What follows belongs to an exercise in optimizing a design on an open flow for small area, a short achievable clock period and few clock cycles; a production flow would make more cautious choices.
At most, simulation tests tie the RTL to the original design; equivalence was not proved.
The RTL of run 5 was laid out without a check of its function.
Power and IR drop assume default switching activity.

==> flow/design.v <==
package mac_pkg;
    localparam int MAC_DW = 8;
    localparam int PW = 2 * MAC_DW + 2;
    typedef enum logic {
        IDLE,
        ACC
    } acc_state_e;
    function automatic logic signed [PW-1:0] mul_ext(
        input logic [MAC_DW-1:0] a,
        input logic              a_sgn,
        input logic [MAC_DW-1:0] w,
        input logic              w_sgn
    );
        logic signed [MAC_DW:0] ax;
        logic signed [MAC_DW:0] wx;
        ax = $signed({a_sgn & a[MAC_DW-1], a});
        wx = $signed({w_sgn & w[MAC_DW-1], w});
        mul_ext = ax * wx;
    endfunction
endpackage
module mac_lane (
    input  logic        clk,
    input  logic        take,     
    input  logic        v,        
    input  logic [7:0]  a,
    input  logic [7:0]  w,
    input  logic        a_sgn,
    input  logic        w_sgn,
    input  logic        clr,      
    output logic [23:0] q,
    output logic        ovf
);
    logic [7:0] pp [8];
    logic [6:0] px, py;
    logic       pz, km, kf, ke;
    for (genvar i = 0; i < 8; i++) begin : g_pp
        assign pp[i] = w & {8{a[i]}};
    end
    for (genvar i = 0; i < 7; i++) begin : g_px
        assign px[i] = (a[7] & w[i]) ^ a_sgn;
        assign py[i] = (a[i] & w[7]) ^ w_sgn;
    end
    assign pz = (a[7] & w[7]) ^ a_sgn ^ w_sgn;
    assign km = a_sgn ^ w_sgn;
    assign kf = a_sgn & w_sgn;
    assign ke = a_sgn | w_sgn;
    logic n1, n2, n3, n4, n5, n6, n7, n8, n9, n10, n11, n12, n13, n14, n15, n16, n17, n18, n19, n20, n21, n22, n23, n24, n25, n26, n27, n28, n29, n30, n31, n32, n33, n34, n35, n36, n37, n38, n39, n40, n41, n42, n43, n44, n45, n46, n47, n48, n49, n50, n51, n52, n53, n54, n55, n56, n57, n58, n59, n60, n61, n62, n63, n64, n65, n66, n67, n68, n69, n70, n71, n72, n73, n74, n75, n76, n77, n78, n79, n80, n81, n82, n83, n84;
    assign n1 = pp[0][6] ^ pp[1][5];
    assign n2 = pp[0][6] & pp[1][5];
    assign n3 = pp[1][6] ^ pp[2][5] ^ pp[3][4];
    assign n4 = (pp[1][6] & pp[2][5]) | (pp[1][6] & pp[3][4]) | (pp[2][5] & pp[3][4]);
    assign n5 = pp[4][3] ^ pp[5][2] ^ pp[6][1];
    assign n6 = (pp[4][3] & pp[5][2]) | (pp[4][3] & pp[6][1]) | (pp[5][2] & pp[6][1]);
    assign n7 = pp[2][6] ^ pp[3][5] ^ pp[4][4];
    assign n8 = (pp[2][6] & pp[3][5]) | (pp[2][6] & pp[4][4]) | (pp[3][5] & pp[4][4]);
    assign n9 = pp[5][3] ^ pp[6][2] ^ py[1];
    assign n10 = (pp[5][3] & pp[6][2]) | (pp[5][3] & py[1]) | (pp[6][2] & py[1]);
    assign n11 = pp[3][6] ^ pp[4][5] ^ pp[5][4];
    assign n12 = (pp[3][6] & pp[4][5]) | (pp[3][6] & pp[5][4]) | (pp[4][5] & pp[5][4]);
    assign n13 = pp[0][4] ^ pp[1][3];
    assign n14 = pp[0][4] & pp[1][3];
    assign n15 = pp[0][5] ^ pp[1][4] ^ pp[2][3];
    assign n16 = (pp[0][5] & pp[1][4]) | (pp[0][5] & pp[2][3]) | (pp[1][4] & pp[2][3]);
    assign n17 = pp[3][2] ^ pp[4][1];
    assign n18 = pp[3][2] & pp[4][1];
    assign n19 = pp[2][4] ^ pp[3][3] ^ pp[4][2];
    assign n20 = (pp[2][4] & pp[3][3]) | (pp[2][4] & pp[4][2]) | (pp[3][3] & pp[4][2]);
    assign n21 = pp[5][1] ^ pp[6][0] ^ n1;
    assign n22 = (pp[5][1] & pp[6][0]) | (pp[5][1] & n1) | (pp[6][0] & n1);
    assign n23 = py[0] ^ px[0] ^ km;
    assign n24 = (py[0] & px[0]) | (py[0] & km) | (px[0] & km);
    assign n25 = n2 ^ n3 ^ n5;
    assign n26 = (n2 & n3) | (n2 & n5) | (n3 & n5);
    assign n27 = px[1] ^ kf ^ n4;
    assign n28 = (px[1] & kf) | (px[1] & n4) | (kf & n4);
    assign n29 = n6 ^ n7 ^ n9;
    assign n30 = (n6 & n7) | (n6 & n9) | (n7 & n9);
    assign n31 = pp[6][3] ^ py[2] ^ px[2];
    assign n32 = (pp[6][3] & py[2]) | (pp[6][3] & px[2]) | (py[2] & px[2]);
    assign n33 = n8 ^ n11 ^ n10;
    assign n34 = (n8 & n11) | (n8 & n10) | (n11 & n10);
    assign n35 = pp[4][6] ^ pp[5][5] ^ pp[6][4];
    assign n36 = (pp[4][6] & pp[5][5]) | (pp[4][6] & pp[6][4]) | (pp[5][5] & pp[6][4]);
    assign n37 = py[3] ^ px[3] ^ n12;
    assign n38 = (py[3] & px[3]) | (py[3] & n12) | (px[3] & n12);
    assign n39 = pp[5][6] ^ pp[6][5] ^ py[4];
    assign n40 = (pp[5][6] & pp[6][5]) | (pp[5][6] & py[4]) | (pp[6][5] & py[4]);
    assign n41 = pp[0][3] ^ pp[1][2];
    assign n42 = pp[0][3] & pp[1][2];
    assign n43 = pp[2][2] ^ pp[3][1] ^ pp[4][0];
    assign n44 = (pp[2][2] & pp[3][1]) | (pp[2][2] & pp[4][0]) | (pp[3][1] & pp[4][0]);
    assign n45 = pp[5][0] ^ n14 ^ n17;
    assign n46 = (pp[5][0] & n14) | (pp[5][0] & n17) | (n14 & n17);
    assign n47 = n18 ^ n16 ^ n19;
    assign n48 = (n18 & n16) | (n18 & n19) | (n16 & n19);
    assign n49 = n20 ^ n23 ^ n22;
    assign n50 = (n20 & n23) | (n20 & n22) | (n23 & n22);
    assign n51 = n24 ^ n27 ^ n26;
    assign n52 = (n24 & n27) | (n24 & n26) | (n27 & n26);
    assign n53 = n31 ^ n28 ^ n33;
    assign n54 = (n31 & n28) | (n31 & n33) | (n28 & n33);
    assign n55 = n35 ^ n32 ^ n37;
    assign n56 = (n35 & n32) | (n35 & n37) | (n32 & n37);
    assign n57 = px[4] ^ n36 ^ n39;
    assign n58 = (px[4] & n36) | (px[4] & n39) | (n36 & n39);
    assign n59 = pp[6][6] ^ py[5] ^ px[5];
    assign n60 = (pp[6][6] & py[5]) | (pp[6][6] & px[5]) | (py[5] & px[5]);
    assign n61 = pp[0][2] ^ pp[1][1];
    assign n62 = pp[0][2] & pp[1][1];
    assign n63 = pp[2][1] ^ pp[3][0] ^ n41;
    assign n64 = (pp[2][1] & pp[3][0]) | (pp[2][1] & n41) | (pp[3][0] & n41);
    assign n65 = n42 ^ n13 ^ n43;
    assign n66 = (n42 & n13) | (n42 & n43) | (n13 & n43);
    assign n67 = n44 ^ n15 ^ n45;
    assign n68 = (n44 & n15) | (n44 & n45) | (n15 & n45);
    assign n69 = n46 ^ n21 ^ n47;
    assign n70 = (n46 & n21) | (n46 & n47) | (n21 & n47);
    assign n71 = n48 ^ n25 ^ n49;
    assign n72 = (n48 & n25) | (n48 & n49) | (n25 & n49);
    assign n73 = n50 ^ n29 ^ n51;
    assign n74 = (n50 & n29) | (n50 & n51) | (n29 & n51);
    assign n75 = n30 ^ n52 ^ n53;
    assign n76 = (n30 & n52) | (n30 & n53) | (n52 & n53);
    assign n77 = n34 ^ n55 ^ n54;
    assign n78 = (n34 & n55) | (n34 & n54) | (n55 & n54);
    assign n79 = n38 ^ n57 ^ n56;
    assign n80 = (n38 & n57) | (n38 & n56) | (n57 & n56);
    assign n81 = n40 ^ n59 ^ n58;
    assign n82 = (n40 & n59) | (n40 & n58) | (n59 & n58);
    assign n83 = py[6] ^ px[6] ^ n60;
    assign n84 = (py[6] & px[6]) | (py[6] & n60) | (px[6] & n60);
    logic [31:0] rows_d, rows_q;
    assign rows_d = {ke, ke, ke, n84, pz, n82, n83, n80, n81, n78, n79, n76, n77, n74, n75, n72, n73, n70, n71, n68, n69, n66, n67, n64, n65, n62, n63, n61, pp[2][0], pp[1][0], pp[0][1], pp[0][0]};
    always_ff @(posedge clk) rows_q <= take ? rows_d : '0;
    logic [17:0] r0, r1, x, y;
    logic [15:0] g, p, cy, t;
    assign r0 = {rows_q[31], rows_q[30], rows_q[29], rows_q[27], rows_q[25], rows_q[23], rows_q[21], rows_q[19], rows_q[17], rows_q[15], rows_q[13], rows_q[11], rows_q[9], rows_q[7], rows_q[5], rows_q[3], rows_q[1], rows_q[0]};
    assign r1 = {1'b0, 1'b0, 1'b0, rows_q[28], rows_q[26], rows_q[24], rows_q[22], rows_q[20], rows_q[18], rows_q[16], rows_q[14], rows_q[12], rows_q[10], rows_q[8], rows_q[6], rows_q[4], rows_q[2], 1'b0};
    assign x = {r0[17:16] ^ r1[17:16], r0[15:0] ^ r1[15:0] ^ q[15:0]};
    assign y = {(r0[16:0] & r1[16:0]) | ({1'b0, r0[15:0]} & {1'b0, q[15:0]}) | ({1'b0, r1[15:0]} & {1'b0, q[15:0]}), 1'b0};
    assign g = x[15:0] & y[15:0];
    assign p = x[15:0] ^ y[15:0];
    logic gk0_1, pk0_1;
    assign gk0_1 = g[1] | (p[1] & g[0]);
    assign pk0_1 = p[1] & p[0];
    logic gk0_3, pk0_3;
    assign gk0_3 = g[3] | (p[3] & g[2]);
    assign pk0_3 = p[3] & p[2];
    logic gk0_5, pk0_5;
    assign gk0_5 = g[5] | (p[5] & g[4]);
    assign pk0_5 = p[5] & p[4];
    logic gk0_7, pk0_7;
    assign gk0_7 = g[7] | (p[7] & g[6]);
    assign pk0_7 = p[7] & p[6];
    logic gk0_9, pk0_9;
    assign gk0_9 = g[9] | (p[9] & g[8]);
    assign pk0_9 = p[9] & p[8];
    logic gk0_11, pk0_11;
    assign gk0_11 = g[11] | (p[11] & g[10]);
    assign pk0_11 = p[11] & p[10];
    logic gk0_13, pk0_13;
    assign gk0_13 = g[13] | (p[13] & g[12]);
    assign pk0_13 = p[13] & p[12];
    logic gk0_15, pk0_15;
    assign gk0_15 = g[15] | (p[15] & g[14]);
    assign pk0_15 = p[15] & p[14];
    logic gk1_2, pk1_2;
    assign gk1_2 = g[2] | (p[2] & gk0_1);
    assign pk1_2 = p[2] & pk0_1;
    logic gk1_3, pk1_3;
    assign gk1_3 = gk0_3 | (pk0_3 & gk0_1);
    assign pk1_3 = pk0_3 & pk0_1;
    logic gk1_6, pk1_6;
    assign gk1_6 = g[6] | (p[6] & gk0_5);
    assign pk1_6 = p[6] & pk0_5;
    logic gk1_7, pk1_7;
    assign gk1_7 = gk0_7 | (pk0_7 & gk0_5);
    assign pk1_7 = pk0_7 & pk0_5;
    logic gk1_10, pk1_10;
    assign gk1_10 = g[10] | (p[10] & gk0_9);
    assign pk1_10 = p[10] & pk0_9;
    logic gk1_11, pk1_11;
    assign gk1_11 = gk0_11 | (pk0_11 & gk0_9);
    assign pk1_11 = pk0_11 & pk0_9;
    logic gk1_14, pk1_14;
    assign gk1_14 = g[14] | (p[14] & gk0_13);
    assign pk1_14 = p[14] & pk0_13;
    logic gk1_15, pk1_15;
    assign gk1_15 = gk0_15 | (pk0_15 & gk0_13);
    assign pk1_15 = pk0_15 & pk0_13;
    logic gk2_4, pk2_4;
    assign gk2_4 = g[4] | (p[4] & gk1_3);
    assign pk2_4 = p[4] & pk1_3;
    logic gk2_5, pk2_5;
    assign gk2_5 = gk0_5 | (pk0_5 & gk1_3);
    assign pk2_5 = pk0_5 & pk1_3;
    logic gk2_6, pk2_6;
    assign gk2_6 = gk1_6 | (pk1_6 & gk1_3);
    assign pk2_6 = pk1_6 & pk1_3;
    logic gk2_7, pk2_7;
    assign gk2_7 = gk1_7 | (pk1_7 & gk1_3);
    assign pk2_7 = pk1_7 & pk1_3;
    logic gk2_12, pk2_12;
    assign gk2_12 = g[12] | (p[12] & gk1_11);
    assign pk2_12 = p[12] & pk1_11;
    logic gk2_13, pk2_13;
    assign gk2_13 = gk0_13 | (pk0_13 & gk1_11);
    assign pk2_13 = pk0_13 & pk1_11;
    logic gk2_14, pk2_14;
    assign gk2_14 = gk1_14 | (pk1_14 & gk1_11);
    assign pk2_14 = pk1_14 & pk1_11;
    logic gk2_15, pk2_15;
    assign gk2_15 = gk1_15 | (pk1_15 & gk1_11);
    assign pk2_15 = pk1_15 & pk1_11;
    logic gk3_8, pk3_8;
    assign gk3_8 = g[8] | (p[8] & gk2_7);
    assign pk3_8 = p[8] & pk2_7;
    logic gk3_9, pk3_9;
    assign gk3_9 = gk0_9 | (pk0_9 & gk2_7);
    assign pk3_9 = pk0_9 & pk2_7;
    logic gk3_10, pk3_10;
    assign gk3_10 = gk1_10 | (pk1_10 & gk2_7);
    assign pk3_10 = pk1_10 & pk2_7;
    logic gk3_11, pk3_11;
    assign gk3_11 = gk1_11 | (pk1_11 & gk2_7);
    assign pk3_11 = pk1_11 & pk2_7;
    logic gk3_12, pk3_12;
    assign gk3_12 = gk2_12 | (pk2_12 & gk2_7);
    assign pk3_12 = pk2_12 & pk2_7;
    logic gk3_13, pk3_13;
    assign gk3_13 = gk2_13 | (pk2_13 & gk2_7);
    assign pk3_13 = pk2_13 & pk2_7;
    logic gk3_14, pk3_14;
    assign gk3_14 = gk2_14 | (pk2_14 & gk2_7);
    assign pk3_14 = pk2_14 & pk2_7;
    logic gk3_15, pk3_15;
    assign gk3_15 = gk2_15 | (pk2_15 & gk2_7);
    assign pk3_15 = pk2_15 & pk2_7;
    assign cy[0] = g[0];
    assign cy[1] = gk0_1;
    assign cy[2] = gk1_2;
    assign cy[3] = gk1_3;
    assign cy[4] = gk2_4;
    assign cy[5] = gk2_5;
    assign cy[6] = gk2_6;
    assign cy[7] = gk2_7;
    assign cy[8] = gk3_8;
    assign cy[9] = gk3_9;
    assign cy[10] = gk3_10;
    assign cy[11] = gk3_11;
    assign cy[12] = gk3_12;
    assign cy[13] = gk3_13;
    assign cy[14] = gk3_14;
    assign cy[15] = gk3_15;
    assign t = p ^ {cy[14:0], 1'b0};
    logic [7:0]  hi, hi_up, hi_dn, hi_nx;
    logic [1:0]  u0;
    logic        is_max, is_min, dn0, dn1, up0, up1, sel_dn, sel_up, pos, neg;
    assign hi     = q[23:16];
    assign is_max = hi == 8'h7f;
    assign is_min = hi == 8'h80;
    assign hi_up  = is_max ? 8'h7f : hi + 8'd1;
    assign hi_dn  = is_min ? 8'h80 : hi - 8'd1;
    assign u0     = x[17:16] + y[17:16];
    assign dn0    = u0 == 2'b11;
    assign dn1    = u0 == 2'b10;
    assign up0    = u0 == 2'b01;
    assign up1    = u0 == 2'b00;
    assign sel_dn = cy[15] ? dn1 : dn0;
    assign sel_up = cy[15] ? up1 : up0;
    assign hi_nx  = ({8{sel_dn}} & hi_dn) | ({8{sel_up}} & hi_up) | ({8{!(sel_dn || sel_up)}} & hi);
    assign pos    = sel_up && is_max;
    assign neg    = sel_dn && is_min;
    always_ff @(posedge clk) begin
        if (clr) begin
            q   <= '0;
            ovf <= 1'b0;
        end else begin
            q   <= {hi_nx, (t & ~{16{neg}}) | {16{pos}}};
            ovf <= ovf | pos | neg;
        end
    end
endmodule
module mac_acc_array #(
    parameter int DW    = mac_pkg::MAC_DW,
    parameter int LANES = 8,
    parameter int ACCW  = 2 * DW + 8
) (
    input  logic                  clk,
    input  logic                  rst_n,
    input  logic                  in_valid,
    output logic                  in_ready,
    input  logic [LANES*DW-1:0]   A,
    input  logic [LANES*DW-1:0]   W,
    input  logic                  Asigned,
    input  logic                  Wsigned,
    input  logic                  acc_clr,
    input  logic                  acc_last,
    output logic                  out_valid,
    input  logic                  out_ready,
    output logic [LANES*ACCW-1:0] Q,
    output logic [LANES-1:0]      ovf
);
    logic take;
    logic v1;
    logic last1;
    logic in_burst;
    logic clr;
    logic blk;
    assign in_ready = !blk && (!out_valid || out_ready);
    assign take     = in_valid && !(v1 && last1) && (!out_valid || out_ready);
    assign clr = take && (acc_clr || !(v1 || in_burst));
    always_ff @(posedge clk or negedge rst_n) begin
        if (!rst_n) begin
            v1        <= 1'b0;
            blk       <= 1'b0;
            in_burst  <= 1'b0;
            out_valid <= 1'b0;
        end else begin
            v1        <= take;
            blk       <= take && acc_last;
            out_valid <= (v1 && last1) || (out_valid && !out_ready);
            if (v1) begin
                in_burst <= !last1;
            end
        end
    end
    always_ff @(posedge clk) begin
        last1 <= acc_last;
    end
    for (genvar i = 0; i < LANES; i++) begin : g_lane
        mac_lane u_lane (
            .clk  (clk),
            .take (take),
            .v    (v1),
            .clr  (clr),
            .a    (A[i*DW +: DW]),
            .w    (W[i*DW +: DW]),
            .a_sgn(Asigned),
            .w_sgn(Wsigned),
            .q    (Q[i*ACCW +: ACCW]),
            .ovf  (ovf[i])
        );
    end
endmodule
==> flow/flow/run.sh <==
#!/bin/bash
# Own layout flow: the standard flow with two changes.
#  1. After the standard synthesis, full-adder cells are rewired to their
#     complemented inputs/outputs where that removes inverters
#     (fa_polarity.py; same logic function, same registers).
#  2. Ports are buffered with a small buffer instead of the default delay cell.
# Each tool's output goes to a log file of its own in the work folder.
set -euo pipefail
W=$(pwd)
R=$W/orfs/results/$FLOW_PLATFORM/mac_acc_array/base
bash standard.sh "$R/1_2_yosys.v" > "$W/flow_synth.log" 2>&1
cp "$R/1_2_yosys.v" "$W/1_2_yosys.standard.v"
python3 "$W/flow/fa_polarity.py" "$W/1_2_yosys.standard.v" "$R/1_2_yosys.v" > "$W/flow_fa_polarity.log" 2>&1
touch "$R/1_2_yosys.v" "$R/1_2_yosys.sdc"
BUFFER_PORTS_ARGS="-buffer_cell ${PORT_BUFFER:-sky130_fd_sc_hd__buf_1}" \
  bash standard.sh finish > "$W/flow_layout.log" 2>&1
==> flow/flow/fa_polarity.py <==
#!/usr/bin/env python3
"""Remove inverters around full-adder cells in a mapped netlist.

A full adder is self-dual: FA(~a, ~b, ~c) = (~sum, ~cout). For each fa cell
this rewires it to the complemented inputs and outputs whenever that leaves
fewer inverters, then drops inverters left without loads. The logic function
of every net that is kept is unchanged.

Usage: fa_polarity.py IN.v OUT.v
"""
import re
import sys

INV = "sky130_fd_sc_hd__inv_1"
cell_re = re.compile(r"^  (sky130_fd_sc_hd__\w+) (\S+)\s+\(\n((?:    \.\w+\([^)]*\),?\n)+)  \);\n", re.M)
pin_re = re.compile(r"\.(\w+)\(([^)]*)\)")
OUTPINS = {"X", "Y", "Q", "Q_N", "COUT", "SUM", "HI", "LO"}

src = open(sys.argv[1]).read()
cells = {}
order = []
spans = []
for m in cell_re.finditer(src):
    typ, name, body = m.group(1), m.group(2), m.group(3)
    pins = dict((p, n.strip()) for p, n in pin_re.findall(body))
    cells[name] = [typ, pins]
    order.append(name)
    spans.append((m.start(), m.end()))
first, last = spans[0][0], spans[-1][1]
head, tail = src[:first], src[last:]
assert "sky130_fd_sc_hd__" not in tail and "sky130_fd_sc_hd__" not in head, "unparsed cells"
assert all(spans[i][1] == spans[i + 1][0] for i in range(len(spans) - 1)), "cells not contiguous"

drv = {}
loads = {}
def rebuild():
    drv.clear(); loads.clear()
    for c, (t, pins) in cells.items():
        for p, n in pins.items():
            if p in OUTPINS:
                drv[n] = (c, p)
            else:
                loads.setdefault(n, []).append((c, p))
rebuild()

# nets that are module ports: their loads include the outside world
ports = set()
for m in re.finditer(r"^\s*(input|output)\s+(?:\[[^\]]*\]\s*)?([^;]+);", head, re.M):
    for n in m.group(2).split(","):
        ports.add(n.strip())
def is_port(n):
    return n in ports or n.split("[")[0].strip() in ports

def inv_driver(n):
    d = drv.get(n)
    if d and cells[d[0]][0] == INV:
        return d[0]
    return None

def inv_from(n):
    for (c, p) in loads.get(n, []):
        if cells[c][0] == INV:
            return c
    return None

newid = [0]
newwires = []
def new_net():
    newid[0] += 1
    n = f"_fapol{newid[0]}_"
    newwires.append(n)
    return n
def new_inv(a, y):
    newid[0] += 1
    c = f"_fapolinv{newid[0]}_"
    cells[c] = [INV, {"A": a, "Y": y}]
    order.append(c)
    drv[y] = (c, "Y")
    loads.setdefault(a, []).append((c, "A"))
    return c

def delta(f):
    t, pins = cells[f]
    ins = [pins["A"], pins["B"], pins["CIN"]]
    if len(set(ins)) < 3:
        return None
    d = 0
    for x in ins:
        i = inv_driver(x)
        if i:
            if len(loads.get(x, [])) == 1 and not is_port(x):
                d -= 1
        elif not inv_from(x):
            d += 1
    for p in ("SUM", "COUT"):
        o = pins[p]
        if is_port(o):
            d += 1
            continue
        ls = loads.get(o, [])
        invs = [c for (c, _) in ls if cells[c][0] == INV and not is_port(cells[c][1]["Y"])]
        d -= len(invs)
        if len(ls) > len(invs):
            d += 1
    return d

def flip(f):
    t, pins = cells[f]
    for p in ("A", "B", "CIN"):
        x = pins[p]
        loads[x].remove((f, p))
        i = inv_driver(x)
        if i:
            y = cells[i][1]["A"]
        else:
            j = inv_from(x)
            if j:
                y = cells[j][1]["Y"]
            else:
                y = new_net()
                new_inv(x, y)
        pins[p] = y
        loads.setdefault(y, []).append((f, p))
    for p in ("SUM", "COUT"):
        o = pins[p]
        on = new_net()
        pins[p] = on
        drv[on] = (f, p)
        del drv[o]
        ls = list(loads.get(o, []))
        rest = []
        for (c, cp) in ls:
            if cells[c][0] == INV and not is_port(cells[c][1]["Y"]):
                z = cells[c][1]["Y"]
                for (c2, p2) in loads.get(z, []):
                    cells[c2][1][p2] = on
                    loads.setdefault(on, []).append((c2, p2))
                loads[z] = []
                del drv[z]
                cells[c][1]["A"] = None  # mark dead
            else:
                rest.append((c, cp))
        loads[o] = []
        if rest or is_port(o):
            loads[o] = rest
            new_inv(on, o)

def sweep():
    # drop inverters whose output has no loads (and is no port)
    removed = 0
    changed = True
    while changed:
        changed = False
        for c in list(cells):
            t, pins = cells[c]
            if t != INV:
                continue
            if pins["A"] is None:
                del cells[c]; removed += 1; changed = True
                continue
            y = pins["Y"]
            if not loads.get(y) and not is_port(y):
                a = pins["A"]
                if (c, "A") in loads.get(a, []):
                    loads[a].remove((c, "A"))
                drv.pop(y, None)
                del cells[c]; removed += 1; changed = True
    return removed

import os
MAXF = int(os.environ.get("MAXFLIPS", "1000000"))
nflips = 0
n_inv0 = sum(1 for c in cells.values() if c[0] == INV)
for it in range(20):
    gain = 0
    for f in [c for c in order if c in cells and cells[c][0].startswith("sky130_fd_sc_hd__fa_")]:
        d = delta(f)
        if d is not None and d < 0 and nflips < MAXF:
            nflips += 1
            flip(f)
            sweep()
            gain += 1
    if not gain:
        break
sweep()
n_inv1 = sum(1 for c in cells.values() if c[0] == INV)

out = [head]
for c in order:
    if c not in cells:
        continue
    t, pins = cells[c]
    body = ",\n".join(f"    .{p}({n}{' ' if n.startswith(chr(92)) else ''})" for p, n in pins.items())
    sp = " " if c.startswith(chr(92)) else ""
    out.append(f"  {t} {c}{sp} (\n{body}\n  );\n")
out.append(tail)
text = "".join(out)
if newwires:
    # declare the new nets right after the module header
    k = text.index(";\n", text.index("module ")) + 2
    text = text[:k] + "".join(f"  wire {n};\n" for n in newwires) + text[k:]
open(sys.argv[2], "w").write(text)
print(f"fa_polarity: inverters {n_inv0} -> {n_inv1}")
==> flow/standard.sh <==
#!/bin/bash
# synth_recipe.tcl (not shown) runs the flow's synth.tcl, then flattens the netlist and writes it again
# the make line also repeats each setting of config.mk as NAME=value (left out here)
make -C /OpenROAD-flow-scripts/flow DESIGN_CONFIG=/design/flow/config.mk WORK_HOME=/design/flow/orfs CLKGATE_MAP_FILE= SYNTH_SCRIPT=/design/flow/synth_recipe.tcl "${@:-finish}"
==> flow/config.mk <==
export PLATFORM = sky130hd
export DESIGN_NAME = mac_acc_array
export DESIGN_NICKNAME = mac_acc_array
export VERILOG_FILES = /design/flow/design.v
export SDC_FILE = /design/flow/constraint.sdc
export NUM_CORES = 4
export LEC_CHECK = 0
export CAP_MARGIN = 20
export CORE_MARGIN = 2
export CORE_UTILIZATION = 40
export SETUP_SLACK_MARGIN = 2.3
export SLEW_MARGIN = 20
==> flow/constraint.sdc <==
create_clock -name core_clock -period 5.6 [get_ports {clk}]
set_input_delay 1.1200 -clock core_clock [delete_from_list [all_inputs] [get_ports {clk}]]
set_output_delay 1.1200 -clock core_clock [all_outputs]
set_load 0.01 [all_outputs]
==> results.sh, run 1 <==
export IMPL_status="no timing/DRC/antenna violations"
export IMPL_grt_antenna_before_repair=6
export IMPL_vias_per_cell=5.07
export IMPL_utilization=0.469
export IMPL_hold_viol_final=0
export IMPL_required_ps=6070
export IMPL_hold_buffers=0
export IMPL_dieHeight_um=292
export IMPL_htreeDepth=2
export IMPL_wire_per_inst_um=18.1
export IMPL_switching_share=0.420
export IMPL_core_area_mm2=0.0822
export IMPL_grt_pass1_wl_mm=141
export IMPL_cp_max_fo=5
export IMPL_finalSetupViolCount=0
export IMPL_hpwl_mm=65.9
export IMPL_drive_gt1_frac=0.0970
export IMPL_fin_crit_sh=0.580
export IMPL_skew_ps=12.3
export IMPL_r2r_slack_ps=2350
export IMPL_p_int_w=0.0103
export IMPL_power_density_mw_per_mm2=462
export IMPL_reg2reg_depth=13
export IMPL_gr_total_overflow=0
export IMPL_post_route_drc_count=0
export IMPL_grt_max_degree=83
export IMPL_place_worst_setup_slack_ps=1480
export IMPL_fmax_ghz=0.308
export IMPL_r2r_end="g_lane[2].u_lane.q[13]"
export IMPL_max_vdd_ir_drop_v=0.000191
export IMPL_nFillCells=7875
export IMPL_fin_nets=4531
export IMPL_cts_root_buf="clkbuf_16"
export IMPL_routed_wl_mm=88.3
export IMPL_multi_input_area_mm2=0.0241
export IMPL_grt_use_total=0.206
export IMPL_rsz0062_at_grt="true"
export IMPL_ant_nets=0
export IMPL_vias=24700
export IMPL_num_io_pins=338
export IMPL_clkPwrFrac=0.193
export IMPL_p_leak_nw=16.9
export IMPL_pwr_share_comb=0.519
export IMPL_row_count=105
export IMPL_die_w_um=292
export IMPL_syn_cell_area_mm2=0.0333
export IMPL_worstReg2RegStart="g_lane[2].u_lane.rows_q[17]"
export IMPL_slew_headroom=0.316
export IMPL_tightest_slew_ps=1020
export IMPL_syn_inst=3432
export IMPL_ys_warn_count=3
export IMPL_critPathArrivalTime_ps=3720
export IMPL_cts_tree="done"
export IMPL_p_total_w=0.0178
export IMPL_drtIter0Drc=1196
export IMPL_area_delta_synth_final_pct=15.9
export IMPL_startpoint_type="register"
export IMPL_clk_path_buf_depth=3
export IMPL_final_max_slew_viol_count=0
export IMPL_syn_avg_cell_area_um2=9.70
export IMPL_first_pass_iters=5
export IMPL_gp_congestion=0.827
export IMPL_seq_area_mm2=0.00880
export IMPL_critPathKind="reg -> reg"
export IMPL_synthesis_nets=4210
export IMPL_die_area_mm2=0.0855
export IMPL_start_util=0.405
export IMPL_clk_latency_ps=580
export IMPL_min_period_ps=3250
export IMPL_tns_ps=0
export IMPL_hp_class="in -> async"
export IMPL_cts_inserted_buffers=52
export IMPL_seqPwrFrac=0.288
export IMPL_setup_ws_ps=2350
export IMPL_switching_power_w=0.00749
export IMPL_critPathCaptureType="register"
export IMPL_port_buffers=337
export IMPL_grt_pass1_vias=24800
export IMPL_numClockSinks=438
export IMPL_cap_violations=0
export IMPL_clk_pin_slew_worst_paths_ps=60
## repair_timing
| item | CTS | global route |
|---|---|---|
| buffers inserted | 30 | 27 |
| resized for setup | 65 | 89 |
| gates cloned | 1 | 0 |
| pin swaps | 15 | 65 |
| endpoints found under the setup margin | 233 | 150 |
## layout by cell type, fill, tap and decap left out, types with 28 or more instances in the layout
cell type / n
clkbuf_16: 53
xor2_1: 51
ha_1: 190
a21o_1: 48
and3_1: 53
xnor2_1: 159
nand3_1: 79
nand2_1: 348
fa_2: 54
nand2b_1: 28
buf_1: 326
nor3_1: 42
a31oi_1: 30
dfxtp_1: 423
o21ai_0: 59
inv_1: 168
buf_4: 64
a21oi_1: 217
fa_1: 378
and2_1: 471
nor2_1: 123
## worst max path at each step
stage          slack (ps)                          end                         from  depth (start not counted)
3_3_place_gp         1520  g_lane[4].u_lane.rows_q[15]                      Asigned                          8
3_5_place_dp         1480  g_lane[0].u_lane.rows_q[15]                      Asigned                          8
5_1_grt              2220       g_lane[2].u_lane.q[13]  g_lane[2].u_lane.rows_q[17]                         13
2_1_floorplan        2080  g_lane[2].u_lane.rows_q[17]                      Wsigned                         10
6_report             2350       g_lane[2].u_lane.q[13]  g_lane[2].u_lane.rows_q[17]                         13
4_1_cts              2280       g_lane[3].u_lane.q[21]        g_lane[3].u_lane.q[9]                         15
## sequential cells by signal (all words and copies together), names as in the netlist
register / cells
g_lane.u_lane.q: 192
last1: 1
g_lane.u_lane.rows_q: 233
out_valid: 1
in_burst: 1
g_lane.u_lane.ovf: 8
blk: 1
v1: 1
## critical path, stage by stage, from the launching register on
cell and delay [ps]:
dfxtp_2 320, fa_1 580, ha_4 230, a21oi_2 160, o21ai_2 80, or3_1 360
a31oi_1 180, o21bai_1 120, a21oi_1 190, ha_2 270, nand4_1 210, and3_1 240
mux2i_1 130, nand2_1 70
## metal layers
| metal | vias up | share of wire | global-route usage | routed length (um) |
|---|---|---|---|---|
| li1 | 12000 | - | - | - |
| met1 | 12100 | 0.47 | 0.288 | 41200 |
| met2 | 479 | 0.46 | 0.333 | 40700 |
| met3 | 107 | 0.046 | 0.0299 | 4020 |
| met4 | 4 | 0.025 | 0.0565 | 2240 |
| met5 | - | 0.00031 | 0 | 27 |
## per-stage QoR
step / hold WS (ps) / std cells / cell area, um2
6_report: 366 / 4868 / 38600
5_1_grt: 359 / 4867 / 38600
4_1_cts: 324 / 4837 / 38000
3_5_place_dp: 456 / 4711 / 35700
3_3_place_gp: 443 / 4711 / 35700
2_1_floorplan: 410 / 3432 / 33600
## layout make-up
cell class,count,area share
diodes,4,0.000259
flip-flops and latches,438,0.228
clock inverters,16,0.00441
clock buffers,79,0.0405
well taps,1070,0.0347
multi-input cells,2672,0.624
inverters,178,0.0184
repair buffers,411,0.0496
## power groups by stage
stage	Combinational (W)	Clock, W	Sequential, W
after global routing	0.0106	0.00368	0.00529
after global placement	0.00849	0	0.00520
after detailed placement	0.00864	0	0.00519
after floorplan	0.00648	0	0.00503
final	0.00927	0.00344	0.00513
after CTS	0.00891	0.00355	0.00514
Testbench counts, summed over its fixed seeds: cycles 32,255.
==> run 2: changes to the inputs <==
--- a/flow/config.mk
+++ b/flow/config.mk
@@ -8,5 +8,5 @@
 export CAP_MARGIN = 20
 export CORE_MARGIN = 2
 export CORE_UTILIZATION = 40
-export SETUP_SLACK_MARGIN = 2.3
+export SETUP_SLACK_MARGIN = 2.4
 export SLEW_MARGIN = 20
==> results.sh, run 2 <==
export IMPL_hold_viol_final=0
export IMPL_path_cells="fa_1 > ha_4 > a21oi_4 > o21ai_4 > or3_4 > o211ai_1 > o21ai_1 > a21oi_1 > ha_2 > buf_4 > a21oi_2 > nand2_1 > o21ai_1 > a21oi_1"
export IMPL_hp_class="in -> async"
export IMPL_grt_pass1_vias=25000
export IMPL_crit_cells=14
export IMPL_vias_per_cell=5.14
export IMPL_core_area_mm2=0.0822
export IMPL_power_density_mw_per_mm2=473
export IMPL_required_ps=6060
export IMPL_port_buffers=337
export IMPL_slowest_stage="fa_1"
export IMPL_final_common_cell="and2_1"
export IMPL_clk_latency_ps=600
export IMPL_numClockSinks=438
export IMPL_hold_buffers=0
export IMPL_p_total_w=0.0188
export IMPL_multi_input_area_mm2=0.0246
export IMPL_rsz0062_at_grt="true"
export IMPL_syn_cell_area_mm2=0.0333
export IMPL_startpoint_type="register"
export IMPL_tightest_slew_ps=981
export IMPL_critPathCaptureType="register"
export IMPL_utilization=0.483
export IMPL_fin_nets=4554
export IMPL_grt_max_degree=101
export IMPL_wire_per_inst_um=18.5
export IMPL_gp_congestion=0.869
export IMPL_largest_registers="g_lane.u_lane.rows_q (233), g_lane.u_lane.q (192), g_lane.u_lane.ovf (8)"
export IMPL_status="no timing/DRC/antenna violations"
export IMPL_slowest_delay_ps=600
export IMPL_top_register="g_lane.u_lane.rows_q"
export IMPL_min_period_ps=3220
export IMPL_cts_tree="done"
export IMPL_area_delta_synth_final_pct=19.3
export IMPL_cap_violations=0
export IMPL_nFillCells=7682
export IMPL_grt_antenna_before_repair=1
export IMPL_ant_nets=0
export IMPL_syn_inst=3432
export IMPL_num_io_pins=338
export IMPL_cpLargestDelayFamily="adder cells"
export IMPL_slew_headroom=0.341
export IMPL_cts_inserted_buffers=55
export IMPL_final_max_slew_viol_count=0
export IMPL_mostFrequentLayoutCells="and2_1 (467), dfxtp_1 (417), fa_1 (360)"
export IMPL_die_w_um=292
export IMPL_htreeDepth=2
export IMPL_first_pass_iters=5
export IMPL_synthesis_nets=4210
export IMPL_finalSetupViolCount=0
export IMPL_cts_root_buf="clkbuf_16"
export IMPL_drive_gt1_frac=0.147
export IMPL_row_count=105
export IMPL_routed_wl_mm=90.6
export IMPL_tns_ps=0
export IMPL_critPathKind="reg -> reg"
export IMPL_die_area_mm2=0.0855
export IMPL_largest_reg_flops=233
export IMPL_fmax_ghz=0.310
export IMPL_seq_area_mm2=0.00881
export IMPL_start_util=0.405
export IMPL_syn_avg_cell_area_um2=9.70
export IMPL_cp_max_fo=4
export IMPL_critPathArrivalTime_ps=3690
export IMPL_dieHeight_um=292
export IMPL_drtIter0Drc=1160
export IMPL_grt_use_total=0.209
export IMPL_post_route_drc_count=0
export IMPL_cp_num_buf_inv=1
export IMPL_p_leak_nw=17.4
export IMPL_reg2reg_depth=14
export IMPL_vias=25100
export IMPL_antennaDiodeCount=0
export IMPL_fin_crit_sh=0.575
export IMPL_clk_path_buf_depth=3
export IMPL_skew_ps=17.1
export IMPL_clk_pin_slew_worst_paths_ps=60
export IMPL_hpwl_mm=66.9
export IMPL_gr_total_overflow=0
export IMPL_max_vdd_ir_drop_v=0.000283
export IMPL_ys_warn_count=3
export IMPL_grt_pass1_wl_mm=143
-- run 2: per-stage QoR --
stage | std cells | hold slack, ps | setup slack (ps) | cell area (um2)
after floorplan | 3432 | 410 | 2080 | 33700
after global placement | 4709 | 438 | 1310 | 35800
final | 4892 | 361 | 2380 | 39700
after global routing | 4892 | 361 | 2240 | 39700
after CTS | 4854 | 322 | 2370 | 38400
after detailed placement | 4709 | 443 | 1270 | 35800
-- run 2: cell type report --
type / instances / area share
Clock inverter: 28 / 0.00816
Tap cell: 1070 / 0.0337
Sequential cell: 438 / 0.222
Inverter: 178 / 0.0182
Multi-Input combinational cell: 2672 / 0.620
Timing Repair Buffer: 431 / 0.0572
Clock buffer: 75 / 0.0406
-- run 2: final timing paths --
check	end	startpoint	slack, ps
setup reg to reg	g_lane[3].u_lane.q[21]	g_lane[3].u_lane.rows_q[13]	2380
hold reg to reg	in_burst	last1	450
hold / removal	v1	rst_n	360
setup / recovery	g_lane[3].u_lane.q[21]	g_lane[3].u_lane.rows_q[13]	2380
min in group core_clock	in_burst	last1	450
max in group asynchronous	blk	rst_n	5050
-- run 2: worst reg2reg max path, delay by kind of cell (launching register included) --
| family | cells | cell delay [ps] |
|---|---|---|
| fa+ha+maj | 3 | 1170 |
| flops | 1 | 320 |
| compound gates | 8 | 1050 |
| simple gates | 2 | 410 |
| buf+inv | 1 | 150 |
-- run 2: what timing repair did --
item	CTS	global route
cloned	0	3
resized for setup	90	248
pin swaps	30	112
setup buffers	42	35
endpoints found under the setup margin	280	210
-- run 2: metal layers --
| layer | GRT usage | share of wire |
|---|---|---|
| met5 | 0 | 0.00013 |
| met4 | 0.0477 | 0.023 |
| met3 | 0.0258 | 0.041 |
| met2 | 0.342 | 0.47 |
| met1 | 0.297 | 0.47 |
-- run 2: report_power, final --
part / total [W] / switching [W] / leakage, nW / internal (W)
Combinational: 0.00990 / 0.00530 / 12.8 / 0.00460
Clock: 0.00374 / 0.00145 / 0.958 / 0.00229
Sequential: 0.00515 / 0.00106 / 3.64 / 0.00409
Total: 0.0188 / 0.00781 / 17.4 / 0.0110
==> run 3: changes to the inputs <==
--- a/flow/config.mk
+++ b/flow/config.mk
@@ -8,5 +8,5 @@
 export CAP_MARGIN = 20
 export CORE_MARGIN = 2
 export CORE_UTILIZATION = 40
-export SETUP_SLACK_MARGIN = 2.4
+export SETUP_SLACK_MARGIN = 2.2
 export SLEW_MARGIN = 20
==> results.sh, run 3 <==
export IMPL_status="no timing/DRC/antenna violations"
export IMPL_skew_ps=17.6
export IMPL_clk_latency_ps=600
export IMPL_critPathKind="in -> reg"
export IMPL_vias=24700
export IMPL_area_delta_synth_final_pct=15.3
export IMPL_cts_root_buf="clkbuf_16"
export IMPL_r2r_end="g_lane[0].u_lane.q[11]"
export IMPL_nFillCells=7902
export IMPL_power_density_mw_per_mm2=472
export IMPL_clk_path_buf_depth=3
export IMPL_core_area_mm2=0.0822
export IMPL_max_vdd_ir_drop_v=0.000251
export IMPL_p_int_w=0.0106
export IMPL_placed_cells=4709
export IMPL_dieHeight_um=292
export IMPL_tns_ps=0
export IMPL_critPathCaptureType="register"
export IMPL_syn_avg_cell_area_um2=9.70
export IMPL_cap_violations=0
export IMPL_drtIter0Drc=1127
export IMPL_hp_class="in -> async"
export IMPL_critPathArrivalTime_ps=3820
export IMPL_wire_per_inst_um=18.2
export IMPL_gr_total_overflow=0
export IMPL_slew_headroom=0.353
export IMPL_tightest_slew_ps=969
export IMPL_startpoint_type="input pin"
export IMPL_seqPwrFrac=0.283
export IMPL_cts_tree="done"
export IMPL_clkPwrFrac=0.217
export IMPL_final_max_slew_viol_count=0
export IMPL_routed_wl_mm=88.3
export IMPL_drive_gt1_frac=0.0781
export IMPL_rsz0062_at_grt="true"
export IMPL_min_period_ps=3340
export IMPL_fin_crit_sh=0.597
export IMPL_top_register="g_lane.u_lane.rows_q"
export IMPL_grt_max_degree=107
export IMPL_largest_reg_flops=233
export IMPL_die_area_mm2=0.0855
export IMPL_cts_inserted_buffers=54
export IMPL_syn_cell_area_mm2=0.0333
export IMPL_htreeDepth=2
export IMPL_synthesis_nets=4210
export IMPL_finalSetupViolCount=0
export IMPL_hold_viol_final=0
export IMPL_gp_congestion=0.849
export IMPL_cp_max_fo=16
export IMPL_ant_nets=0
export IMPL_final_common_cell="and2_1"
export IMPL_vias_per_cell=5.11
export IMPL_switching_share=0.413
export IMPL_hpwl_mm=66.4
export IMPL_port_buffers=337
export IMPL_numClockSinks=438
export IMPL_pwr_share_comb=0.500
export IMPL_grt_pass1_vias=25000
export IMPL_fmax_ghz=0.299
export IMPL_switching_power_w=0.00748
export IMPL_grt_antenna_before_repair=2
export IMPL_row_count=105
export IMPL_grt_pass1_wl_mm=142
export IMPL_grt_use_total=0.206
export IMPL_largest_registers="g_lane.u_lane.rows_q (233), g_lane.u_lane.q (192), g_lane.u_lane.ovf (8)"
export IMPL_r2r_slack_ps=2350
export IMPL_ys_warn_count=3
export IMPL_syn_inst=3432
export IMPL_worstReg2RegStart="g_lane[0].u_lane.q[9]"
export IMPL_num_io_pins=338
export IMPL_clk_pin_slew_worst_paths_ps=60
export IMPL_first_pass_iters=5
export IMPL_fin_nets=4502
export IMPL_reg2reg_depth=12
export IMPL_mostFrequentLayoutCells="and2_1 (474), dfxtp_1 (431), fa_1 (403)"
export IMPL_required_ps=6080
export IMPL_die_w_um=292
export IMPL_post_route_drc_count=0
export IMPL_p_leak_nw=16.9
export IMPL_start_util=0.405
export IMPL_fin_cells=4838
run 3: per-layer routing:
metal / part of all wire / GRT usage
met5: 0.00012 / 0
met4: 0.019 / 0.0455
met3: 0.041 / 0.0250
met2: 0.46 / 0.334
met1: 0.48 / 0.296
run 3: repair_timing:
| item | in CTS | in global routing |
|---|---|---|
| gates resized for setup | 35 | 60 |
| setup buffers | 16 | 12 |
| gates cloned | 1 | 0 |
| hold buffers | 0 | 0 |
| pin swaps | 5 | 21 |
| setup endpoints to repair | 179 | 133 |
run 3: worst max-delay path by stage:
stage                               start                           to  slack, ps  depth (start not counted)
floorplan                         Wsigned  g_lane[2].u_lane.rows_q[17]       2040                         10
CTS                 g_lane[3].u_lane.q[9]       g_lane[3].u_lane.q[21]       2140                         14
finish                            Asigned  g_lane[4].u_lane.rows_q[13]       2260                          9
detailed placement                Asigned  g_lane[1].u_lane.rows_q[15]       1420                          7
global route        g_lane[3].u_lane.q[9]       g_lane[3].u_lane.q[21]       2160                         14
global placement                  Asigned  g_lane[0].u_lane.rows_q[15]       1530                          7
run 3: per-stage QoR:
stage               worst slack, ps  instance area (um2)  hold slack (ps)   util  power (W)
finish                         2260                38400              346  0.466     0.0181
global route                   2160                38300              326  0.466     0.0198
CTS                            2140                37900              303  0.461     0.0180
detailed placement             1420                35700              445  0.434     0.0139
global placement               1530                35700              435  0.434     0.0137
floorplan                      2040                33600              410      -     0.0115
run 3: final cells by class:
cell class | instances | area [um2] | share of cell area
clock inverters | 29 | 470 | 0.0123
repair buffers | 380 | 1640 | 0.0428
diodes | 3 | 7.51 | 0.000196
clock buffers | 68 | 1520 | 0.0396
flip-flops and latches | 438 | 8790 | 0.229
well taps | 1070 | 1340 | 0.0349
multi-input cells | 2672 | 23900 | 0.623
inverters | 178 | 696 | 0.0181
run 3: power by group through the flow:
stage                     clock, W  sequential [W]  combinational, W
after global placement           0         0.00519           0.00852
after CTS                  0.00402         0.00513           0.00884
after global routing       0.00414         0.00528            0.0104
after floorplan                  0         0.00503           0.00647
final                      0.00392         0.00512           0.00905
after detailed placement         0         0.00518           0.00868
run 3: critical path, stage by stage:
cell      delay [ps]
clkbuf_4         270
inv_6            360
ha_4             280
inv_6            190
fa_1             450
inv_1             80
fa_1             430
fa_1             430
and2_1           140
==> run 4: changes to the inputs <==
==> flow/flow/run.sh (replaced) <==
#!/bin/bash
# Own layout flow: the standard flow with two changes.
#  1. After the standard synthesis, full-adder cells are rewired to their
#     complemented inputs/outputs where that removes inverters
#     (fa_polarity.py; same logic function, same registers).
#  2. Ports are buffered with buf_2 instead of the default delay cell.
# Each tool's output goes to a log file of its own in the work folder.
set -euo pipefail
W=$(pwd)
R=$W/orfs/results/$FLOW_PLATFORM/mac_acc_array/base
bash standard.sh "$R/1_2_yosys.v" > "$W/flow_synth.log" 2>&1
cp "$R/1_2_yosys.v" "$W/1_2_yosys.standard.v"
python3 "$W/flow/fa_polarity.py" "$W/1_2_yosys.standard.v" "$R/1_2_yosys.v" > "$W/flow_fa_polarity.log" 2>&1
touch "$R/1_2_yosys.v" "$R/1_2_yosys.sdc"
BUFFER_PORTS_ARGS="-buffer_cell ${PORT_BUFFER:-sky130_fd_sc_hd__buf_2}" \
  bash standard.sh finish > "$W/flow_layout.log" 2>&1
--- a/flow/config.mk
+++ b/flow/config.mk
@@ -8,5 +8,5 @@
 export CAP_MARGIN = 20
 export CORE_MARGIN = 2
 export CORE_UTILIZATION = 40
-export SETUP_SLACK_MARGIN = 2.2
+export SETUP_SLACK_MARGIN = 2.3
 export SLEW_MARGIN = 20
==> results.sh, run 4 <==
export IMPL_status="no timing/DRC/antenna violations"
export IMPL_clkPwrFrac=0.201
export IMPL_nFillCells=7773
export IMPL_die_w_um=292
export IMPL_fin_crit_sh=0.578
export IMPL_p_total_w=0.0181
export IMPL_required_ps=6140
export IMPL_first_pass_iters=5
export IMPL_slowest_stage="fa_2"
export IMPL_clk_pin_slew_worst_paths_ps=60
export IMPL_fmax_ghz=0.309
export IMPL_p_int_w=0.0106
export IMPL_hold_viol_final=0
export IMPL_num_io_pins=338
export IMPL_tightest_slew_ps=942
export IMPL_switching_share=0.415
export IMPL_hpwl_mm=66.1
export IMPL_grt_antenna_before_repair=7
export IMPL_core_area_mm2=0.0822
export IMPL_ys_warn_count=3
export IMPL_clk_latency_ps=600
export IMPL_grt_use_total=0.206
export IMPL_wl_met3_mm=3.45
export IMPL_dieHeight_um=292
export IMPL_syn_cell_area_mm2=0.0333
export IMPL_hp_class="in -> async"
export IMPL_final_common_cell="and2_1"
export IMPL_clk_path_buf_depth=3
export IMPL_wl_met1_mm=42.1
export IMPL_critPathCaptureType="register"
export IMPL_final_max_slew_viol_count=0
export IMPL_cap_violations=0
export IMPL_routed_wl_mm=88.5
export IMPL_grt_pass1_wl_mm=141
export IMPL_row_count=105
export IMPL_min_period_ps=3240
export IMPL_tns_ps=0
export IMPL_syn_avg_cell_area_um2=9.70
export IMPL_numClockSinks=438
export IMPL_gp_congestion=0.834
export IMPL_vias_per_cell=5.10
export IMPL_switching_power_w=0.00752
export IMPL_pwr_share_comb=0.516
export IMPL_vias=24700
export IMPL_top_register="g_lane.u_lane.rows_q"
export IMPL_grt_pass1_vias=24900
export IMPL_largest_registers="g_lane.u_lane.rows_q (233), g_lane.u_lane.q (192), g_lane.u_lane.ovf (8)"
export IMPL_skew_ps=27.7
export IMPL_largest_reg_flops=233
export IMPL_fin_nets=4511
export IMPL_gr_total_overflow=0
export IMPL_area_delta_synth_final_pct=17.0
export IMPL_drive_gt1_frac=0.180
export IMPL_path_cells="buf_6 > inv_6 > ha_4 > inv_6 > fa_1 > inv_1 > fa_2 > fa_2 > and2_1"
export IMPL_cts_inserted_buffers=53
export IMPL_slowest_delay_ps=560
export IMPL_utilization=0.473
export IMPL_critPathArrivalTime_ps=3780
export IMPL_place_worst_setup_slack_ps=1440
export IMPL_post_route_drc_count=0
export IMPL_syn_inst=3432
export IMPL_start_util=0.405
export IMPL_startpoint_type="input pin"
export IMPL_finalSetupViolCount=0
export IMPL_wire_per_inst_um=18.3
export IMPL_synthesis_nets=4210
export IMPL_port_buffers=337
export IMPL_cts_tree="done"
export IMPL_mostFrequentLayoutCells="and2_1 (471), dfxtp_1 (428), fa_1 (378)"
export IMPL_rsz0062_at_grt="true"
export IMPL_critPathKind="in -> reg"
export IMPL_die_area_mm2=0.0855
export IMPL_placed_cells=4707
export IMPL_grt_max_degree=107
export IMPL_cts_root_buf="clkbuf_16"
export IMPL_ant_nets=0
export IMPL_seqPwrFrac=0.283
export IMPL_slew_headroom=0.371
export IMPL_drtIter0Drc=1164
export IMPL_fin_cells=4848
export IMPL_top_layer_used="met5"
export IMPL_setup_ws_ps=2360
export IMPL_p_leak_nw=18.0
export IMPL_cp_max_fo=19
export IMPL_max_vdd_ir_drop_v=0.000197
export IMPL_htreeDepth=2
export IMPL_power_density_mw_per_mm2=466
export IMPL_wl_met2_mm=40.5
## run 4: layout make-up
| class | instances | area [um2] | share of cell area |
|---|---|---|---|
| Multi-Input combinational cell | 2672 | 24100 | 0.619 |
| Sequential cell | 438 | 8800 | 0.226 |
| Timing Repair Buffer | 390 | 2150 | 0.0551 |
| Clock buffer | 73 | 1580 | 0.0407 |
| Tap cell | 1070 | 1340 | 0.0344 |
| Inverter | 178 | 693 | 0.0178 |
| Clock inverter | 25 | 274 | 0.00704 |
| Antenna cell | 2 | 5.00 | 0.000129 |
## run 4: through the flow
| step | hold WS [ps] | instance area (um2) |
|---|---|---|
| 2_1_floorplan | 410 | 33600 |
| 3_3_place_gp | 442 | 36100 |
| 3_5_place_dp | 443 | 36100 |
| 4_1_cts | 274 | 38400 |
| 5_1_grt | 290 | 38900 |
| 6_report | 311 | 38900 |
## run 4: timing repair
item	in CTS	in global routing
pin swaps	13	45
buffers inserted	24	16
gates cloned	1	0
hold buffers	0	0
setup endpoints to repair	235	171
gates resized for setup	56	81
## run 4: layer usage
metal  track usage  vias to the layer above
met5             0                        -
met4        0.0583                        8
met3        0.0293                      131
met2         0.328                      461
met1         0.293                    12200
li1              -                    11900
## run 4: critical path, delay by kind of cell
kind | cells | cell delay, ps
and+or+nand+nor | 1 | 110
adders and majority gates | 4 | 1780
buffers and inverters | 4 | 730
## run 4: power by group through the flow
stage,clock network [W],registers [W],logic [W]
6_report,0.00365,0.00513,0.00936
5_1_grt,0.00386,0.00529,0.0107
4_1_cts,0.00374,0.00514,0.00907
3_5_place_dp,0,0.00519,0.00882
3_3_place_gp,0,0.00520,0.00866
2_1_floorplan,0,0.00503,0.00648
## run 4: path summary, 6_finish.rpt
kind	startpoint	to	slack [ps]	cells past startpoint
worst max-delay path	Asigned	g_lane[2].u_lane.rows_q[13]	2360	9
worst min-delay path	rst_n	v1	310	1
worst max register to register	g_lane[1].u_lane.rows_q[3]	g_lane[1].u_lane.q[4]	2380	9
worst min register to register	last1	in_burst	450	1
max in group asynchronous	rst_n	out_valid	5160	1
min in group core_clock	last1	in_burst	450	1
==> run 5: changes to the inputs <==
--- a/flow/design.v
+++ b/flow/design.v
@@ -268,17 +268,16 @@
     assign up1    = u0 == 2'b00;
     assign sel_dn = cy[15] ? dn1 : dn0;
     assign sel_up = cy[15] ? up1 : up0;
-    assign hi_nx  = ({8{sel_dn}} & hi_dn) | ({8{sel_up}} & hi_up) | ({8{!(sel_dn || sel_up)}} & hi);
+    logic        keep, zero, ones;
+    assign keep   = !(sel_dn || sel_up || clr);
+    assign hi_nx  = ({8{sel_dn && !clr}} & hi_dn) | ({8{sel_up && !clr}} & hi_up) | ({8{keep}} & hi);
     assign pos    = sel_up && is_max;
     assign neg    = sel_dn && is_min;
+    assign zero   = neg || clr;
+    assign ones   = pos && !clr;
     always_ff @(posedge clk) begin
-        if (clr) begin
-            q   <= '0;
-            ovf <= 1'b0;
-        end else begin
-            q   <= {hi_nx, (t & ~{16{neg}}) | {16{pos}}};
-            ovf <= ovf | pos | neg;
-        end
+        q   <= {hi_nx, (t & ~{16{zero}}) | {16{ones}}};
+        ovf <= !clr && (ovf || pos || neg);
     end
 endmodule
 module mac_acc_array #(
==> flow/flow/run.sh (replaced) <==
#!/bin/bash
# Own layout flow: the standard flow with two changes.
#  1. After the standard synthesis, full-adder cells are rewired to their
#     complemented inputs/outputs where that removes inverters
#     (fa_polarity.py; same logic function, same registers).
#  2. Ports are buffered with a small buffer instead of the default delay cell.
# Each tool's output goes to a log file of its own in the work folder.
set -euo pipefail
W=$(pwd)
R=$W/orfs/results/$FLOW_PLATFORM/mac_acc_array/base
bash standard.sh "$R/1_2_yosys.v" > "$W/flow_synth.log" 2>&1
cp "$R/1_2_yosys.v" "$W/1_2_yosys.standard.v"
python3 "$W/flow/fa_polarity.py" "$W/1_2_yosys.standard.v" "$R/1_2_yosys.v" > "$W/flow_fa_polarity.log" 2>&1
touch "$R/1_2_yosys.v" "$R/1_2_yosys.sdc"
BUFFER_PORTS_ARGS="-buffer_cell ${PORT_BUFFER:-sky130_fd_sc_hd__buf_1}" \
  bash standard.sh finish > "$W/flow_layout.log" 2>&1
==> results.sh, run 5 <==
export IMPL_top_register="g_lane.u_lane.rows_q"
export IMPL_die_area_mm2=0.0848
export IMPL_cts_root_buf="clkbuf_16"
export IMPL_p_leak_nw=16.9
export IMPL_final_max_slew_viol_count=0
export IMPL_wl_met3_mm=4.69
export IMPL_path_cells="fa_1 > ha_4 > a211oi_2 > o21bai_2 > o41a_1 > or2_4 > a31oi_4 > mux2i_4 > buf_6 > mux2i_1 > o22a_1"
export IMPL_min_period_ps=3330
export IMPL_cts_tree="done"
export IMPL_gr_total_overflow=0
export IMPL_drive_gt1_frac=0.114
export IMPL_slew_headroom=0.333
export IMPL_routed_wl_mm=91.0
export IMPL_syn_cell_area_mm2=0.0330
export IMPL_syn_inst=3339
export IMPL_cts_inserted_buffers=54
export IMPL_clk_pin_slew_worst_paths_ps=60
export IMPL_power_density_mw_per_mm2=459
export IMPL_gp_congestion=0.888
export IMPL_critPathCaptureType="register"
export IMPL_fin_nets=4464
export IMPL_placed_cell_area_mm2=0.0355
export IMPL_tightest_slew_ps=1000
export IMPL_wl_met1_mm=41.1
export IMPL_core_area_mm2=0.0818
export IMPL_finalSetupViolCount=0
export IMPL_fin_crit_sh=0.595
export IMPL_nFillCells=7805
export IMPL_num_io_pins=338
export IMPL_wire_per_inst_um=19.0
export IMPL_final_common_cell="and2_1"
export IMPL_syn_avg_cell_area_um2=9.88
export IMPL_cp_max_fo=5
export IMPL_row_count=105
export IMPL_vias=24400
export IMPL_clk_path_buf_depth=3
export IMPL_rsz0062_at_grt="true"
export IMPL_numClockSinks=438
export IMPL_grt_pass1_wl_mm=143
export IMPL_slowest_delay_ps=600
export IMPL_synthesis_nets=4125
export IMPL_critPathKind="reg -> reg"
export IMPL_tns_ps=0
export IMPL_max_vdd_ir_drop_v=0.000221
export IMPL_fmax_ghz=0.300
export IMPL_grt_max_degree=117
export IMPL_top_layer_used="met5"
export IMPL_first_pass_iters=5
export IMPL_slowest_stage="fa_1"
export IMPL_grt_antenna_before_repair=3
export IMPL_p_total_w=0.0178
export IMPL_die_w_um=291
export IMPL_start_util=0.403
export IMPL_area_delta_synth_final_pct=17.3
export IMPL_required_ps=6150
export IMPL_htreeDepth=2
export IMPL_post_route_drc_count=0
export IMPL_hp_class="in -> async"
export IMPL_clk_latency_ps=610
export IMPL_startpoint_type="register"
export IMPL_skew_ps=30.6
export IMPL_port_buffers=337
export IMPL_drtIter0Drc=1207
export IMPL_hpwl_mm=69.2
export IMPL_vias_per_cell=5.09
export IMPL_cap_violations=0
export IMPL_wl_met2_mm=42.7
export IMPL_status="no timing/DRC/antenna violations"
export IMPL_largest_registers="g_lane.u_lane.rows_q (233), g_lane.u_lane.q (192), g_lane.u_lane.ovf (8)"
export IMPL_fin_area_mm2=0.0387
export IMPL_grt_use_total=0.214
export IMPL_ys_warn_count=3
export IMPL_ant_nets=0
export IMPL_largest_reg_flops=233
export IMPL_grt_pass1_vias=25300
export IMPL_mostFrequentLayoutCells="and2_1 (448), dfxtp_1 (421), fa_1 (378)"
export IMPL_dieHeight_um=291
export IMPL_hold_viol_final=0
export IMPL_critPathArrivalTime_ps=3890
-- run 5: layout make-up --
type | instances | area (um2) | share of cell area
multi-input cells | 2590 | 24100 | 0.623
clock inverters | 32 | 379 | 0.00980
diodes | 2 | 5.00 | 0.000129
flip-flops and latches | 438 | 8800 | 0.228
inverters | 196 | 778 | 0.0201
clock buffers | 66 | 1450 | 0.0374
well taps | 1070 | 1340 | 0.0346
repair buffers | 398 | 1820 | 0.0471
-- run 5: report_power, final --
part           leakage (nW)  switching (W)  internal (W)
combinational          12.4        0.00500       0.00399
clock                 0.878        0.00148       0.00213
sequential             3.64        0.00105       0.00411
-- run 5: timing repair --
item / in CTS / in global routing
resized for setup: 103 / 139
endpoints found under the setup margin: 228 / 219
hold buffers: 0 / 0
cloned: 2 / 1
buffers inserted: 24 / 23
pin swaps: 33 / 58
-- run 5: final timing paths --
path                                                to                       start  slack, ps  cells after the start
worst max-delay path            g_lane[2].u_lane.q[22]  g_lane[2].u_lane.rows_q[4]       2270                     11
worst min-delay path                               blk                       rst_n        340                      1
worst max register to register  g_lane[2].u_lane.q[22]  g_lane[2].u_lane.rows_q[4]       2270                     11
worst min register to register                in_burst                       last1        450                      1
max in group asynchronous                           v1                       rst_n       5070                      1
min in group core_clock                       in_burst                       last1        450                      1
-- run 5: critical path: cells and delay by family (launching register included) --
kind | cells | cell delay, ps
mux | 2 | 600
simple gates | 1 | 260
buf+inv | 1 | 160
fa+ha+maj | 2 | 830
compound gates | 5 | 1110
flops | 1 | 320
-- run 5: per-stage QoR --
| step | utilization | setup slack (ps) | instances | hold WS [ps] |
|---|---|---|---|---|
| floorplan | - | 2090 | 3339 | 407 |
| global placement | 0.434 | 1420 | 4642 | 436 |
| detailed placement | 0.434 | 1400 | 4642 | 436 |
| CTS | 0.464 | 2220 | 4766 | 302 |
| global route | 0.473 | 2190 | 4790 | 331 |
| finish | 0.473 | 2270 | 4792 | 338 |
-- run 5: routing by layer --
| layer | up-vias | global-route usage |
|---|---|---|
| met4 | 6 | 0.0614 |
| met1 | 12000 | 0.291 |
| met5 | - | 0 |
| met2 | 554 | 0.351 |
| met3 | 155 | 0.0364 |
| li1 | 11600 | - |
==> run 6: changes to the inputs <==
--- a/flow/design.v
+++ b/flow/design.v
@@ -253,26 +253,24 @@
     assign cy[14] = gk3_14;
     assign cy[15] = gk3_15;
     assign t = p ^ {cy[14:0], 1'b0};
-    logic [7:0]  hi, hi_up, hi_dn, hi_nx;
+    logic [7:0]  hi, hi_nx;
     logic [1:0]  u0;
-    logic        is_max, is_min, dn0, dn1, up0, up1, sel_dn, sel_up, pos, neg;
+    logic        is_max, is_min, dn0, dn1, up0, up1;
+    logic        inc, dec, pos, neg, keep, zero, ones;
     assign hi     = q[23:16];
     assign is_max = hi == 8'h7f;
     assign is_min = hi == 8'h80;
-    assign hi_up  = is_max ? 8'h7f : hi + 8'd1;
-    assign hi_dn  = is_min ? 8'h80 : hi - 8'd1;
     assign u0     = x[17:16] + y[17:16];
     assign dn0    = u0 == 2'b11;
     assign dn1    = u0 == 2'b10;
     assign up0    = u0 == 2'b01;
     assign up1    = u0 == 2'b00;
-    assign sel_dn = cy[15] ? dn1 : dn0;
-    assign sel_up = cy[15] ? up1 : up0;
-    logic        keep, zero, ones;
-    assign keep   = !(sel_dn || sel_up || clr);
-    assign hi_nx  = ({8{sel_dn && !clr}} & hi_dn) | ({8{sel_up && !clr}} & hi_up) | ({8{keep}} & hi);
-    assign pos    = sel_up && is_max;
-    assign neg    = sel_dn && is_min;
+    assign inc    = cy[15] ? up1 && !is_max : up0 && !is_max;
+    assign dec    = cy[15] ? dn1 && !is_min : dn0 && !is_min;
+    assign pos    = cy[15] ? up1 && is_max : up0 && is_max;
+    assign neg    = cy[15] ? dn1 && is_min : dn0 && is_min;
+    assign keep   = !(inc || dec || clr);
+    assign hi_nx  = ({8{inc && !clr}} & (hi + 8'd1)) | ({8{dec && !clr}} & (hi - 8'd1)) | ({8{keep}} & hi);
     assign zero   = neg || clr;
     assign ones   = pos && !clr;
     always_ff @(posedge clk) begin
==> results.sh, run 6 <==
export IMPL_status="no timing/DRC/antenna violations"
export IMPL_tns_ps=0
export IMPL_mostFrequentLayoutCells="and2_1 (446), dfxtp_1 (420), fa_1 (378)"
export IMPL_gp_congestion=0.884
export IMPL_drive_gt1_frac=0.122
export IMPL_fin_nets=4390
export IMPL_reg2reg_depth=11
export IMPL_tightest_slew_ps=1260
export IMPL_grt_max_degree=111
export IMPL_cp_max_fo=5
export IMPL_clk_latency_ps=620
export IMPL_drtIter0Drc=1208
export IMPL_critPathCaptureType="register"
export IMPL_area_delta_synth_final_pct=19.0
export IMPL_routed_wl_mm=90.3
export IMPL_top_register="g_lane.u_lane.rows_q"
export IMPL_required_ps=6100
export IMPL_power_density_mw_per_mm2=464
export IMPL_vias=24100
export IMPL_core_area_mm2=0.0804
export IMPL_slowest_delay_ps=500
export IMPL_critPathKind="reg -> reg"
export IMPL_cts_root_buf="clkbuf_16"
export IMPL_final_common_cell="and2_1"
export IMPL_htreeDepth=2
export IMPL_row_count=104
export IMPL_critPathArrivalTime_ps=3840
export IMPL_grt_pass1_vias=24200
export IMPL_hp_class="in -> async"
export IMPL_skew_ps=16.8
export IMPL_fin_crit_sh=0.597
export IMPL_largest_reg_flops=233
export IMPL_slew_headroom=0.161
export IMPL_p_leak_nw=16.8
export IMPL_numClockSinks=438
export IMPL_hold_buffers=0
export IMPL_grt_use_total=0.213
export IMPL_wire_per_inst_um=19.1
export IMPL_num_io_pins=338
export IMPL_syn_inst=3252
export IMPL_slowest_stage="fa_1"
export IMPL_grt_pass1_wl_mm=139
export IMPL_ant_nets=0
export IMPL_clk_path_buf_depth=3
export IMPL_start_util=0.404
export IMPL_post_route_drc_count=0
export IMPL_syn_avg_cell_area_um2=9.98
export IMPL_cpLargestDelayFamily="compound AO/OA/AOI/OAI gates"
export IMPL_clk_pin_slew_worst_paths_ps=60
export IMPL_startpoint_type="register"
export IMPL_fmax_ghz=0.299
export IMPL_dieHeight_um=289
export IMPL_gr_total_overflow=0
export IMPL_cts_tree="done"
export IMPL_final_max_slew_viol_count=0
export IMPL_path_cells="fa_1 > ha_1 > a211o_1 > a41o_1 > nor3b_2 > o2111a_2 > nor3_4 > nor4_2 > or3_1 > a21oi_2 > o22ai_1"
export IMPL_cap_violations=0
export IMPL_r2r_end="g_lane[5].u_lane.q[19]"
export IMPL_min_period_ps=3340
export IMPL_ys_warn_count=3
export IMPL_largest_registers="g_lane.u_lane.rows_q (233), g_lane.u_lane.q (192), g_lane.u_lane.ovf (8)"
export IMPL_syn_cell_area_mm2=0.0325
export IMPL_rsz0062_at_grt="true"
export IMPL_grt_antenna_before_repair=15
export IMPL_fin_cells=4737
export IMPL_max_vdd_ir_drop_v=0.000263
export IMPL_hpwl_mm=67.3
export IMPL_hold_viol_final=0
export IMPL_placed_cells=4562
export IMPL_first_pass_iters=5
export IMPL_die_area_mm2=0.0835
export IMPL_synthesis_nets=4022
export IMPL_die_w_um=289
export IMPL_hold_ws_ps=344
export IMPL_worstReg2RegStart="g_lane[5].u_lane.rows_q[3]"
export IMPL_cts_inserted_buffers=55
export IMPL_finalSetupViolCount=0
export IMPL_port_buffers=337
export IMPL_vias_per_cell=5.09
export IMPL_cp_num_buf_inv=0
export IMPL_r2r_slack_ps=2260
==> run 6: where the power goes <==
| part | switching, W | internal, W |
|---|---|---|
| logic | 0.00495 | 0.00398 |
| clock network | 0.00149 | 0.00234 |
| registers | 0.00104 | 0.00412 |
| total | 0.00747 | 0.0104 |
==> run 6: layer usage <==
layer | vias up | wire (um) | track usage
li1 | 11500 | - | -
met1 | 12000 | 41500 | 0.302
met2 | 505 | 41100 | 0.329
met3 | 131 | 4940 | 0.0402
met4 | 10 | 2650 | 0.0648
met5 | - | 63 | 0
==> run 6: area by class of cell <==
| cell class | count | area [um2] |
|---|---|---|
| diodes | 11 | 27.5 |
| clock buffers | 73 | 1540 |
| clock inverters | 30 | 410 |
| fillers | 7541 | 41800 |
| inverters | 235 | 933 |
| multi-input cells | 2488 | 23700 |
| flip-flops and latches | 438 | 8810 |
| well taps | 1060 | 1330 |
| repair buffers | 402 | 1840 |
==> run 6: repair_timing <==
action                                  in CTS  in global routing
hold endpoints to repair                     0                  0
pin swaps                                   24                 82
resized for setup                           73                190
endpoints found under the setup margin     245                200
cloned                                       1                  9
buffers inserted                            14                 37
==> run 6: how the worst max path moves through the flow <==
stage | cells past startpoint | start | end
detailed placement | 9 | Wsigned | g_lane[7].u_lane.rows_q[17]
finish | 11 | g_lane[5].u_lane.rows_q[3] | g_lane[5].u_lane.q[19]
global placement | 9 | Wsigned | g_lane[5].u_lane.rows_q[17]
floorplan | 10 | Wsigned | g_lane[1].u_lane.rows_q[17]
global route | 13 | g_lane[3].u_lane.q[2] | g_lane[3].u_lane.q[23]
CTS | 11 | g_lane[4].u_lane.q[3] | g_lane[4].u_lane.q[19]
==> run 6: per-stage QoR <==
stage               setup slack (ps)  instance area, um2  power [W]   util
finish                          2260               38600     0.0179  0.480
global route                    2130               38600     0.0196  0.480
detailed placement              1210               35000     0.0133  0.436
CTS                             2190               37400     0.0174  0.465
global placement                1240               35000     0.0131  0.436
floorplan                       2090               32900     0.0109      -
Testbench counts of run 6, summed over its fixed seeds: cycles 32,255.

Check on run 6: ideal ports give 2.257 ns setup slack; a clkbuf_16 on the clock port and buf_2 on the inputs give 2.257 ns; moving port delays by the midpoint clock arrival (0.674 ns) as well gives 1.615 ns.
